From an optimization exercise on the open Yosys and OpenROAD flow, aimed at small area and a short achievable clock period; shortcuts taken in it are not production practice. The RTL was checked by simulation tests, not by an equivalence proof against the original design. Power figures rest on the tool's default switching activity, not on a simulated workload.

$ cat design/flow/config.mk
export PLATFORM = sky130hd
export DESIGN_NAME = reg_check_monitor
export DESIGN_NICKNAME = reg_check_monitor
export VERILOG_FILES = /design/flow/design.v
export SDC_FILE = /design/flow/constraint.sdc
export NUM_CORES = 4
export LEC_CHECK = 0
export ABC_CLOCK_PERIOD_IN_PS = 2800
export CAP_MARGIN = 20
export CORE_MARGIN = 2
export CORE_UTILIZATION = 65
export CTS_CLUSTER_DIAMETER = 80
export CTS_CLUSTER_SIZE = 24
export SETUP_SLACK_MARGIN = 4.5
export SLEW_MARGIN = 20
$ cat design/flow/constraint.sdc
create_clock -name core_clock -period 7.0 [get_ports {clk}]
set_input_delay 1.4000 -clock core_clock [delete_from_list [all_inputs] [get_ports {clk}]]
set_output_delay 1.4000 -clock core_clock [all_outputs]
set_load 0.01 [all_outputs]
$ cat design/flow/design.v
package reg_check_monitor_pkg;
  typedef enum logic [1:0] {IDLE, RUN, CHECK, DONE} state_t;
  localparam int DEF_DATA_W = 32;
  localparam int DEF_NUM_REGS = 32;
  localparam int DEF_NUM_CHECKS = 8;
  localparam int DEF_CYC_W = 32;
endpackage
module reg_check_table
#(
  parameter int DATA_W = reg_check_monitor_pkg::DEF_DATA_W,
  parameter int NUM_REGS = reg_check_monitor_pkg::DEF_NUM_REGS,
  parameter int NUM_CHECKS = reg_check_monitor_pkg::DEF_NUM_CHECKS,
  localparam int AW = $clog2(NUM_REGS),
  localparam int IW = $clog2(NUM_CHECKS)
) (
  input  logic clk,
  input  logic rst_n,
  input  logic we_i,
  input  logic [IW-1:0] w_idx_i,
  input  logic [AW-1:0] w_reg_i,
  input  logic [DATA_W-1:0] w_exp_i,
  input  logic w_en_i,
  output logic [NUM_CHECKS-1:0] en_o,
  output logic [NUM_CHECKS-1:0][AW-1:0] reg_o,
  output logic [NUM_CHECKS-1:0][DATA_W-1:0] exp_o
);
  logic [NUM_CHECKS-1:0] en_q;
  logic [NUM_CHECKS-1:0][AW-1:0] reg_q;
  logic [NUM_CHECKS-1:0][DATA_W-1:0] exp_q;
  always_ff @(posedge clk or negedge rst_n) begin
    if (!rst_n) begin
      en_q <= '0;
    end else begin
      for (int i = 0; i < NUM_CHECKS; i++) if (we_i && w_idx_i == IW'(i)) en_q[i] <= w_en_i;
    end
  end
  always_ff @(posedge clk) begin
    for (int i = 0; i < NUM_CHECKS; i++) begin
      if (we_i && w_idx_i == IW'(i)) begin
        reg_q[i] <= w_reg_i;
        exp_q[i] <= w_exp_i;
      end
    end
  end
  assign en_o = en_q;
  assign reg_o = reg_q;
  assign exp_o = exp_q;
endmodule
module reg_check_monitor
#(
  parameter int DATA_W = reg_check_monitor_pkg::DEF_DATA_W,
  parameter int NUM_REGS = reg_check_monitor_pkg::DEF_NUM_REGS,
  parameter int NUM_CHECKS = reg_check_monitor_pkg::DEF_NUM_CHECKS,
  parameter int CYC_W = reg_check_monitor_pkg::DEF_CYC_W,
  localparam int AW = $clog2(NUM_REGS),
  localparam int IW = $clog2(NUM_CHECKS)
) (
  input  logic clk,
  input  logic rst_n,
  input  logic wr_en,
  input  logic [AW-1:0] wr_addr,
  input  logic [DATA_W-1:0] wr_data,
  input  logic cfg_valid,
  output logic cfg_ready,
  input  logic [IW-1:0] cfg_idx,
  input  logic [AW-1:0] cfg_reg,
  input  logic [DATA_W-1:0] cfg_exp,
  input  logic cfg_en,
  input  logic start,
  input  logic [CYC_W-1:0] target_cycle,
  output logic busy,
  output logic done,
  output logic pass,
  output logic [IW:0] fail_count,
  output logic [IW-1:0] first_fail_idx,
  output logic [CYC_W-1:0] cycle_cnt
);
  localparam logic [IW-1:0] LAST = IW'(NUM_CHECKS - 1);
  logic left_q, busy_q, run_q, chk_q, done_q;
  logic [CYC_W-1:0] cnt_q, cnt_i, cnt_inc, tgt_q;
  logic [IW-1:0] idx_q, first_q;
  logic [IW:0] fails_q, fails_i, fails_inc;
  logic pass_q;
  logic [NUM_REGS-1:0][DATA_W-1:0] shadow_q;
  logic [NUM_REGS-1:0] wrote_q, wsel;
  logic [NUM_CHECKS-1:0] rp_q, rp_d;
  logic [AW-1:0] rd_q;
  logic [NUM_REGS-1:0] sel_q;
  logic [DATA_W-1:0] diff_q;
  logic en_q;
  logic [NUM_CHECKS-1:0] t_en;
  logic [NUM_CHECKS-1:0][AW-1:0] t_reg;
  logic [NUM_CHECKS-1:0][DATA_W-1:0] t_exp;
  logic [AW-1:0] n_reg;
  logic [DATA_W-1:0] sv, e_exp;
  logic [CYC_W-1:0] next_eq;
  logic t_we, go, leave_q, last, hit;
  assign t_we = cfg_valid && !left_q;
  reg_check_table #(.DATA_W(DATA_W), .NUM_REGS(NUM_REGS), .NUM_CHECKS(NUM_CHECKS)) u_table (
    .clk(clk),
    .rst_n(rst_n),
    .we_i(t_we),
    .w_idx_i(cfg_idx),
    .w_reg_i(cfg_reg),
    .w_exp_i(cfg_exp),
    .w_en_i(cfg_en),
    .en_o(t_en),
    .reg_o(t_reg),
    .exp_o(t_exp)
  );
  always_comb begin
    for (int r = 0; r < NUM_REGS; r++) wsel[r] = wr_en && wr_addr == AW'(r);
  end
  always_ff @(posedge clk) begin
    for (int r = 0; r < NUM_REGS; r++) if (wsel[r]) shadow_q[r] <= wr_data;
  end
  always_ff @(posedge clk or negedge rst_n) begin
    if (!rst_n) wrote_q <= '0;
    else wrote_q <= wrote_q | wsel;
  end
  assign go = start && (!left_q || done_q);
  assign cnt_inc = &cnt_i ? cnt_i : cnt_i + CYC_W'(1);
  assign last = chk_q && idx_q == LAST;
  assign rp_d = leave_q ? NUM_CHECKS'(2) : chk_q ? {rp_q[NUM_CHECKS-2:0], rp_q[NUM_CHECKS-1]} : NUM_CHECKS'(1);
  always_comb begin
    n_reg = '0;
    for (int i = 0; i < NUM_CHECKS; i++) if (rp_d[i]) n_reg |= t_reg[i];
    if (t_we && cfg_idx == '0) n_reg = cfg_reg;
    sv = '0;
    for (int r = 0; r < NUM_REGS; r++) if (sel_q[r]) sv |= shadow_q[r];
    if (wr_en && wr_addr == rd_q) sv = wr_data;
    e_exp = '0;
    for (int i = 0; i < NUM_CHECKS; i++) if (rp_q[i]) e_exp |= t_exp[i];
  end
  assign hit = en_q && |diff_q;
  assign fails_inc = fails_i + (IW+1)'(1);
  always_comb begin
    next_eq[0] = cnt_i[0] ^ tgt_q[0];
    for (int k = 1; k < CYC_W; k++) next_eq[k] = (cnt_i[k] ^ tgt_q[k]) == (cnt_i[k-1] && !tgt_q[k-1]);
  end
  always_ff @(posedge clk) begin
    if (go) tgt_q <= target_cycle;
    cnt_i <= go ? CYC_W'(1) : cnt_inc;
    if (go) fails_i <= '0;
    else if (chk_q && hit) fails_i <= fails_inc;
    idx_q <= chk_q ? idx_q + IW'(1) : '0;
    rp_q <= rp_d;
    rd_q <= n_reg;
    for (int r = 0; r < NUM_REGS; r++) sel_q[r] <= n_reg == AW'(r) && (wrote_q[r] || wsel[r]);
    diff_q <= sv ^ e_exp;
    en_q <= |(rp_q & t_en);
  end
  always_ff @(posedge clk or negedge rst_n) begin
    if (!rst_n) begin
      left_q <= 1'b0;
      busy_q <= 1'b0;
      run_q <= 1'b0;
      chk_q <= 1'b0;
      done_q <= 1'b0;
      leave_q <= 1'b0;
      cnt_q <= '0;
      first_q <= '0;
      fails_q <= '0;
      pass_q <= 1'b0;
    end else begin
      left_q <= left_q || start;
      busy_q <= go || (busy_q && !last);
      run_q <= go || (run_q && !leave_q);
      chk_q <= leave_q || (chk_q && !last);
      leave_q <= go ? target_cycle <= CYC_W'(1) : run_q && !leave_q && &next_eq;
      done_q <= last || (done_q && !start);
      if (go) cnt_q <= CYC_W'(1);
      else if (run_q) cnt_q <= cnt_inc;
      if (go) begin
        first_q <= '0;
        fails_q <= '0;
        pass_q <= 1'b0;
      end else if (chk_q) begin
        if (hit) fails_q <= fails_inc;
        if (hit && fails_i == '0) first_q <= idx_q;
        if (last) pass_q <= fails_i == '0 && !hit;
      end
    end
  end
  assign cfg_ready = !left_q;
  assign busy = busy_q;
  assign done = done_q;
  assign pass = pass_q;
  assign fail_count = fails_q;
  assign first_fail_idx = first_q;
  assign cycle_cnt = cnt_q;
endmodule
$ cat design/flow/run.sh
#!/bin/bash
# synth_recipe.tcl (not shown) runs the flow's synth.tcl, then flattens the netlist and writes it again
# the make line also repeats each setting of config.mk as NAME=value (left out here)
make -C /OpenROAD-flow-scripts/flow DESIGN_CONFIG=/design/flow/config.mk WORK_HOME=/design/flow/orfs CLKGATE_MAP_FILE= SYNTH_SCRIPT=/design/flow/synth_recipe.tcl finish
==> impl_results.md <==
* P per Cell Area at ~250 nW/um^2
* DR vias at ~34000
* Post-synth EDFFs at between 1000 and 1500
* H-tree levels at 3
* R2R depth at 6
* Rel. slew slack at a little over a third
* # nets final at 3701
* CTS Buf Count at 75
* # port buffers at about 160
* Max-Cap Viols at 0
* Inst Count DP at roughly 4500
* CP endpoint kind: register
* Starting Density at between 60 and 70%
* Mean Syn Cell Area at between 15 and 20 um^2
* Max Fclk at about 360 MHz
* Netlist cell types at 59
* Clk sinks at around 1600
* Post-DP HPWL at 95200 um
* Vias in the first global route at around 33000
* WP data arrival at around 3.4 ns
* Final hold violations at 0
* Worst-margin pin slew at ~0.96 ns
* Critical path required time at between 7 and 8 ns
* Synth Area in Simple Gates at 5.58%
* Die W at 298 um
* CTS tree: built
* Clock skew at 0.0247 ns
* Final setup fails at 0
* Initial drt markers at around 6400
* Synthesized cell area at about 56000 um^2
* Total core area at ~85000 um^2
* Largest family of logic cells by synthesized area: compound AO/OA/AOI/OAI gates
* Routed Antenna Nets at 0
* CP Max Fanout at 5
* Pleak at 20.7 nW
* Asr flop ratio synth at roughly 5.5%
* CTS max path bufs at 3
* Xor/xnor share of the synthesized area at 1.61%
* Post-Syn Nets at around 3400
* First-pass GRT wire length at 245000 um
* Die area at a little under 90000 um^2
* WS Path Type: in2reg
* Post-route DRC at 0
* Capturing point of the worst reg2reg path: sel_q[4]$_DFF_P_
* Number of cell rows at roughly 110
* Setup TNS at 0 ns
* Hold depth at 1
* Total Power at roughly 16 mW
* Root Buffer: clkbuf_16
* Clock slew at reported path FFs at 0.10 ns
* Top cell type's share of synthesized area at between 70% and 80%
* WL/cell at ~37 um
* Max-slew violations at 0
* Total GRT Usage at approximately two fifths
* Post-Synthesis Cells at 3263
* Worst min-delay path class: reg2reg
* Remaining Overflow, GRT at 0
* Part of the Yosys area used for sequential elements at 80.2%
* Final period util at 39.8%
* Worst reg2reg startpoint: leave_q$_DFF_PN0_
* Drt total wl at between 150000 and 200000 um
* Area growth from synthesis to layout at 13.8%
* Final GP Congestion at between 0.9 and 1
* Setup slack, reg-to-reg at 4.42 ns
* Initial antenna violation count at 9
* CTS Hold Bufs at 0
* Post-Layout Cell Count at 4742
* Status: finished clean
* VDD IR max at about 0.00022 V
* Post-synthesis adder-cell area fraction at less than 1%
* Via density at ~7.3
* Setup crit start: cfg_idx[2]
* End of the worst hold path: wrote_q[15]$_DFF_PN0_
* Yosys reg bits at between 1500 and 2000
* Startpoint Class: input port
* # IOs at about 160
* Fraction of layout cells with a size suffix above 1 at about 16%
* Post-synthesis mux area share at less than 1%
* Die Ht at just under 300 um
* Clk Latency, worst-skew pair at approximately 0.67 ns
* Dominant synthesized flop cell: edfxtp_1
* Compound-Gate Fraction of Synth Area at roughly a tenth
* Startpoint of the worst hold path: wrote_q[15]$_DFF_PN0_
* RSZ-0062 raised after global routing: yes
* YS warnings at 2
* Drt pass-1 iters at 6
* Fin crit period at 2.79 ns
* Area leader, netlist: edfxtp_1
* Synth top area cells: edfxtp_1 72%, a22oi_1 8.7%, dfxtp_1 4.2%, dfrtp_1 3.8%, nand4_1 2.0%
* Largest net degree at the start of global routing at 63
-- cell families after synthesis --
logic type / count (synthesis)
AOI/OAI and AO/OA: 793
xor gates and xnor gates: 103
adders and majority gates: 36
buffers and inverters: 208
DFF: 1555
muxes: 11
and+or+nand+nor: 557
-- layer usage --
| metal | global-route usage (%) | part of all wire [%] | up-vias |
|---|---|---|---|
| li1 | - | - | 13800 |
| met1 | 53.3 | 34 | 17100 |
| met2 | 61.8 | 47 | 3092 |
| met3 | 10.3 | 15 | 462 |
| met4 | 16.0 | 4.9 | 2 |
| met5 | 0 | 0.0090 | - |
-- synth_stat cells (5+ instances only) --
master    count
and2_1       13
nor3b_1      21
ha_1         36
nand2_1      68
edfxtp_1   1352
and3_1        8
a22oi_1     648
nor2_1       92
o21ai_0      75
buf_1         5
nand4_1     179
dfrtp_1      86
a21oi_1      42
nor4b_1       9
nand3_1      30
inv_1        43
xor2_1       37
nand2b_1     11
or2_2        35
nor4_1       53
dfxtp_1     117
xnor2_1      66
mux2_2        7
nor3_1       16
clkbuf_1    155
-- metrics by stage --
stage               setup slack (ns)  hold slack, ns  cell area (um^2)  utilization [%]
floorplan                       3.62           0.420             57000                -
global route                    4.17           0.461             63900             74.8
CTS                             4.24           0.454             63600             74.4
detailed placement              2.23           0.433             60100             70.4
global placement                2.33           0.431             60100             70.4
finish                          4.21           0.454             63900             74.8
-- timing repair --
item,in CTS,in global routing
cloned,7,3
pin swaps,51,31
endpoints found under the hold margin,0,0
resized for setup,372,45
setup endpoints to repair,1467,579
buffers inserted,78,13
-- power breakdown --
group / total (mW) / internal, mW / switching, mW
Clock: 4.85 / 2.07 / 2.79
Sequential: 10.4 / 10.3 / 0.140
Combinational: 0.847 / 0.331 / 0.516
-- layout make-up --
| class | count | area, um^2 |
|---|---|---|
| Timing Repair Buffer | 363 | 3430 |
| Timing Repair inverter | 2 | 17.5 |
| Tap cell | 1144 | 1430 |
| Clock buffer | 107 | 2040 |
| Multi-Input combinational cell | 1507 | 11500 |
| Clock inverter | 10 | 96.3 |
| Antenna cell | 8 | 20.0 |
| Fill cell | 5163 | 21500 |
| Inverter | 46 | 199 |
| Sequential cell | 1555 | 45100 |
-- layout by cell type (no fill, tap or decap), types with 31 or more instances in the layout --
| cell type | instances |
|---|---|
| a21oi_1 | 39 |
| nor4_1 | 33 |
| dfxtp_2 | 31 |
| nor2_1 | 57 |
| xnor2_1 | 65 |
| ha_1 | 36 |
| nor2_4 | 36 |
| buf_6 | 44 |
| o21ai_0 | 42 |
| clkdlybuf4s50_1 | 91 |
| dfxtp_1 | 85 |
| inv_1 | 42 |
| clkbuf_16 | 78 |
| buf_4 | 148 |
| edfxtp_1 | 1352 |
| a22oi_1 | 645 |
| xor2_1 | 37 |
| nand4_1 | 179 |
| buf_2 | 42 |
| dfrtp_1 | 85 |
| nand2_1 | 62 |
-- critical path, stage by stage --
cell	delay (ns)
buf_8	0.09
or3b_4	0.37
or2_1	0.23
buf_6	0.14
buf_12	0.13
mux2i_4	0.21
buf_6	0.16
or3_4	0.42
nor3b_2	0.20
-- sequential cells by signal (all words and copies together) (netlist names), 3 cells and up --
signal         count
cnt_i             32
cnt_q             32
diff_q            32
fails_i            4
fails_q            4
first_q            3
idx_q              3
rd_q               5
rp_q               8
sel_q             32
shadow_q        1024
tgt_q             32
u_table.en_q       8
u_table.exp_q    256
u_table.reg_q     40
wrote_q           32
-- worst max-delay path by stage --
stage	endpoint	slack (ns)	cells after the start
after floorplan	u_table.en_q[3]$_DFFE_PN0P_	3.62	3
after global placement	shadow_q[811]$_DFFE_PP_	2.33	4
final	sel_q[13]$_DFF_P_	4.21	9
after CTS	sel_q[25]$_DFF_P_	4.24	10
after global routing	sel_q[9]$_DFF_P_	4.17	9
after detailed placement	shadow_q[50]$_DFFE_PP_	2.23	5

==> port drivers added, routing unchanged <==
The results above use ideal ports. As a check the final layout listed here was re-extracted and re-timed, cells and wires unchanged.
Step 1 (the two cells are an assumption about what drives the block):
set clk [get_ports {clk}]
set_driving_cell -lib_cell sky130_fd_sc_hd__clkbuf_16 $clk
set_driving_cell -lib_cell sky130_fd_sc_hd__buf_2 [delete_from_list [all_inputs] $clk]
Step 2 adds t to the input delays and takes it off the output delays; t is the mean of the earliest and latest rising clock arrival at the registers after step 1. Input paths then give back, and output paths get back, about the clock's delay inside the block.
Slacks: no drivers / after step 1 / after step 2; pairs: no drivers / after step 1.
t, ns: 0.724
setup slack, ns: 4.215 / 4.243 / 3.520
clock arrival spread, ns: 0.027 / 0.027
worst register clock-pin slew, ns: 0.10 / 0.10
After both steps this run still meets setup and hold. The setup slack of this run moves by +0.028 ns with the drivers and by -0.695 ns with both steps.
